From an optimization exercise on the open Yosys and OpenROAD flow, aimed at a short achievable clock period and few clock cycles; shortcuts taken in it are not production practice.
Function was checked by simulation only, so behaviour that the tests miss may differ from the original.
Power and IR drop assume default switching activity.

==> flow/design.v, too long to show whole: its modules and the start of the top module <==
// module rv_divider: 89 lines
// module rv_div_prep: 56 lines
// module rv_div_mult: 37 lines
// module rv_div_step: 43 lines
// module rv_div_neg: 17 lines
// module rv_muldiv: 79 lines
// module rv_mul_s1: 1959 lines
// module rv_mul_s2: 648 lines
module rv_muldiv #(
  parameter int g_width = 32
) (
  input  logic               clk_i,
  input  logic               rst_n_i,
  input  logic               x_stall_i,
  input  logic               x_kill_i,
  input  logic               d_valid_i,
  input  logic               d_is_muldiv_i,
  input  logic [2:0]         d_fun_i,
  input  logic [g_width-1:0] d_rs1_i,
  input  logic [g_width-1:0] d_rs2_i,
  output logic               x_stall_req_o,
  output logic [g_width-1:0] x_rd_o,
  output logic               x_done_o
);
  // ...
==> flow/flow/run.sh <==
#!/bin/bash
# The standard layout (the standard.sh: ORFS synthesis through finish),
# with one change: timing repair may swap a cell for one of another footprint
# (MATCH_CELL_FOOTPRINT=0), so the slow delay buffers that port buffering
# inserts can be replaced by ordinary buffers when they limit timing.
set -uo pipefail
bash standard.sh MATCH_CELL_FOOTPRINT=0 finish > run_standard.log 2>&1
status=$?
tail -20 run_standard.log
exit $status
==> flow/standard.sh <==
#!/bin/bash
# synth_recipe.tcl (not shown) runs the flow's synth.tcl, then flattens the netlist and writes it again
# the make line also repeats each setting of config.mk as NAME=value (left out here)
make -C /OpenROAD-flow-scripts/flow DESIGN_CONFIG=/design/flow/config.mk WORK_HOME=/design/flow/orfs CLKGATE_MAP_FILE= SYNTH_SCRIPT=/design/flow/synth_recipe.tcl "${@:-finish}"
==> flow/config.mk <==
export PLATFORM = sky130hd
export DESIGN_NAME = rv_muldiv
export DESIGN_NICKNAME = rv_muldiv
export VERILOG_FILES = /design/flow/design.v
export SDC_FILE = /design/flow/constraint.sdc
export NUM_CORES = 4
export LEC_CHECK = 0
export CAP_MARGIN = 20
export CORE_MARGIN = 2
export CORE_UTILIZATION = 35
export PLACE_DENSITY = 0.5
export SETUP_SLACK_MARGIN = 5
export SLEW_MARGIN = 20
export SYNTH_HIERARCHICAL = 1
export TNS_END_PERCENT = 10
==> flow/constraint.sdc <==
create_clock -name core_clock -period 10.0 [get_ports {clk_i}]
set_input_delay 2.0000 -clock core_clock [delete_from_list [all_inputs] [get_ports {clk_i}]]
set_output_delay 2.0000 -clock core_clock [all_outputs]
set_load 0.01 [all_outputs]
==> impl_metrics.toml, run 1 <==
[timing]
maxSlewViolCount = 0
finalCritPeriodShare_pct = 61.9
fin_crit_ns = 6.19

[power]
comb_power_share_pct = 80.2
seq-power_mw = 4.98
finalPower_mw = 40.1

[final_layout]
mostFrequentLayoutCells = "1363 x a21oi_1, 880 x nand2_1, 829 x ha_1, 740 x inv_1, 640 x o21ai_0"
largest_cell_class = "multi-input gates"
n_all_buffers = 945
final_area_um2 = 127000
buf_share_pct = 9.80
nClkBuffers = 100
fin_cells = 17500
multi_input_area_share_pct = 69.1
final_util_pct = 41.2
multi_input_area_um2 = 87700
nNonClkInverters = 807
nMultiInputCombCells = 10900

[worst_hold_path]
hp-class = "reg2reg"

[routing]
avgViaCountPerCell = 6.58
wl_met3_mm = 58.1
wl_mm = 588

[place]
port_buffers = 106
gp_congestion = 1.03
dp_hpwl_mm = 408

[global_route]
grt_max_degree = 128
grt_pass1_wl_mm = 795
grt_overflow = 0
top_usage_layer = "met2"

[clock_network]
clk_latency_ns = 0.73
holdBufCountCts = 0
cts_tree = "built"

[floorplan]
start_util_pct = 35.1
fp.dieH_um = 560

[flow_run]
maxCapViolCount = 0

[critical_path]
reg2reg_setup_slack_ns = 4.11
path_max_fanout = 36
critical_path.max_stage_delay_ns = 0.60
cpMaxStageDelayCell = "fa_2"
crit_required_ns = 10.46
r2r_end = "u_divider.p_q[17]$_DFFE_PP_"
crit_family = "adder cells"

[outcome]
run_status = "finished clean"
Testbench counts, summed over its fixed seeds: cycles 7,866.
==> run 2, diff against run 1 <==
--- a/flow/config.mk
+++ b/flow/config.mk
@@ -7,9 +7,9 @@
 export LEC_CHECK = 0
 export CAP_MARGIN = 20
 export CORE_MARGIN = 2
-export CORE_UTILIZATION = 35
+export CORE_UTILIZATION = 40
 export PLACE_DENSITY = 0.5
 export SETUP_SLACK_MARGIN = 5
 export SLEW_MARGIN = 20
 export SYNTH_HIERARCHICAL = 1
-export TNS_END_PERCENT = 10
+export TNS_END_PERCENT = 100
==> impl_metrics.toml, run 2 <==
[floorplan]
ios = 107
fp.dieH_um = 524
core_um2 = 269000
start_util_pct = 40.3
row_count = 190
die-area_um2 = 275000
die_x_um = 524

[final_layout]
final_util_pct = 50.1
final.fill_count = 25300
seqCellArea_um2 = 15900
multi_input_area_um2 = 91500
largest_register_ffs = 296
final_common_cell = "a21oi_1"
top_register = "u_divider.ym_q"
drive_gt1_share_pct = 23.3
syn_to_final_growth_pct = 24.4
nets = 15200
mostFrequentLayoutCells = "1294 x a21oi_1, 861 x nand2_1, 765 x ha_1, 742 x buf_4, 635 x inv_1"
top_regs = "u_divider.ym_q (296), mul_cs_q (127)"

[yosys]
yosysWarnings = 10
synth.cell_area_um2 = 108000
syn_inst = 13400
syn_avg_cell_area_um2 = 8.07

[global_route]
antenna_found_initial = 52
grt_overflow = 0
grt_pass1_vias = 115000
grt_use_total_pct = 45.5
grt_max_degree = 121
grt_pass1_wl_mm = 889

[routing]
drc = 0
drt_iter0_drc = 16300
avgViaCountPerCell = 6.95
routedWlPerCell_um = 37.8
antenna_left = 0
via_count = 121000
wl_mm = 656
dr.pass1.iters = 12

[timing]
relSlewSlack_pct = 22.6
fin_crit_ns = 6.35
fmax_mhz = 158
worst_slack_ns = 3.65
worst_slew_pin_slew_ns = 1.15
maxSlewViolCount = 0
setup-violations-final = 0
final_hold_viol_count = 0
rsz0062_at_grt = "yes"
fin_tns_setup_ns = 0
finalCritPeriodShare_pct = 63.5
fin_skew_ns = 0.0416

[clock_network]
cts.path.max_buffers = 3
cts_buffers = 78
cts_root_buffer = "clkbuf_16"
holdBufCountCts = 0
path_clk_slew_ns = 0.07
cts_tree = "built"
cts_sinks = 531
clk_latency_ns = 0.75
htree_levels = 3

[place]
port_buffers = 106
pre_cts_ws_ns = 1.13
dp_hpwl_mm = 440
gp_congestion = 1.06

[critical_path]
worst-setup-path-type = "in2reg"
setup.worst_path.end_class = "register"
crit_arrival_ns = 6.83
cpMaxStageDelayCell = "a222oi_1"
crit_required_ns = 10.48
crit_chain = "buf_8 > clkinv_8 > buf_8 > buf_6 > and2_4 > buf_12 > or4_4 > nor3_4 > o211ai_4 > buf_6 > nor3b_4 > o21ai_4 > a222oi_1 > and4bb_2 > nand3_4 > and2_4 > buf_12 > a222oi_1 > nand2_1 > mux2_2"
path_max_fanout = 13
critical_path.max_stage_delay_ns = 0.91
critPathLaunchType = "input pin"

[outcome]
run_status = "finished clean"

[power]
p_leak_nw = 54.2
power_density_nw_per_um2 = 328
finalPower_mw = 44.1
ir_drop_mv = 0.318

[flow_run]
maxCapViolCount = 0

[worst_hold_path]
hp-class = "reg2reg"
## run 2: stage by stage
step	area (µm²)	cells	hold slack, ns
detailed placement	111000	16200	0.534
global placement	111000	16200	0.528
global route	135000	17300	0.565
CTS	130000	17100	0.550
floorplan	109000	13400	0.525
finish	135000	17300	0.550
## run 2: what timing repair did
| action | in CTS | in global routing |
|---|---|---|
| setup endpoints to repair | 357 | 270 |
| cloned | 140 | 7 |
| pin swaps | 516 | 439 |
| buffers inserted | 610 | 193 |
| gates resized for setup | 2202 | 725 |
## run 2: worst paths after layout
| kind | from | to | slack (ns) | cells past startpoint |
|---|---|---|---|---|
| max | d_fun_i[0] | u_divider.p_q[13]$_DFFE_PP_ | 3.65 | 20 |
| min reg2reg | u_divider.arem_q[15]$_DFFE_PP_ | u_divider.arem_q[19]$_DFFE_PP_ | 0.55 | 1 |
| max reg2reg | u_divider.cin_q$_DFFE_PP_ | u_divider.p_q[27]$_DFFE_PP_ | 3.84 | 18 |
| max in group asynchronous | rst_n_i | busy_div_q$_DFF_PN0_ | 8.40 | 1 |
| min in group asynchronous | rst_n_i | done_q$_DFF_PN0_ | 1.24 | 1 |
| min | u_divider.arem_q[15]$_DFFE_PP_ | u_divider.arem_q[19]$_DFFE_PP_ | 0.55 | 1 |
## run 2: cell type report
type | instances | area share, %
multi-input combinational | 10900 | 67.9
timing repair buffer | 1369 | 12.4
sequential | 531 | 11.8
tap | 3552 | 3.30
inverter | 804 | 2.41
clock buffer | 90 | 1.51
clock inverter | 54 | 0.481
timing repair inverter | 7 | 0.0622
antenna | 29 | 0.0539
## run 2: power breakdown
| part | switching (mW) | internal, mW | total [mW] |
|---|---|---|---|
| Clock | 1.33 | 1.79 | 3.11 |
| Sequential | 0.856 | 4.18 | 5.04 |
| Combinational | 22.4 | 13.5 | 36.0 |
| Total | 24.6 | 19.5 | 44.1 |
## run 2: metal layers
| layer | wire length, µm | track usage, % |
|---|---|---|
| met1 | 232000 | 52.5 |
| met2 | 284000 | 71.1 |
| met3 | 69600 | 11.1 |
| met4 | 70200 | 37.9 |
| met5 | 303 | 0.277 |
## run 2: worst max-delay path: cells and delay by family
kind	cells	cell delay [ns]
multiplexers	1	0.27
buffers and inverters	7	0.83
AO/OA/AOI/OAI	4	1.56
AND/OR/NAND/NOR	8	2.13

[afterwards: timing with drivers on the ports]
No port has a modelled driver above. Below, the same layouts with a new extraction and two added sets of constraints.
Step 1, drivers: a clkbuf_16 drives clk_i and a buf_2 each remaining input, both assumed.
Step 2 adds t to the input delays and takes it off the output delays; t is the mean of the earliest and latest rising clock arrival at the registers after step 1. Input paths then give back, and output paths get back, about the clock's delay inside the block.
a / b / c = no drivers / after step 1 / after step 2; a / b = the first two.
run | t, ns | setup slack, ns | worst setup path after step 2 | cell pins on the clock port's net
run 1 | 0.818 | 3.808 / 3.603 / 2.785 | input to register | 1
run 2 | 0.807 | 3.654 / 3.453 / 2.646 | input to register | 1
After both steps setup and hold are still met in every run listed. The setup slack of run 1, which loses most, moves by -0.205 ns with the drivers and by -1.023 ns with both steps.
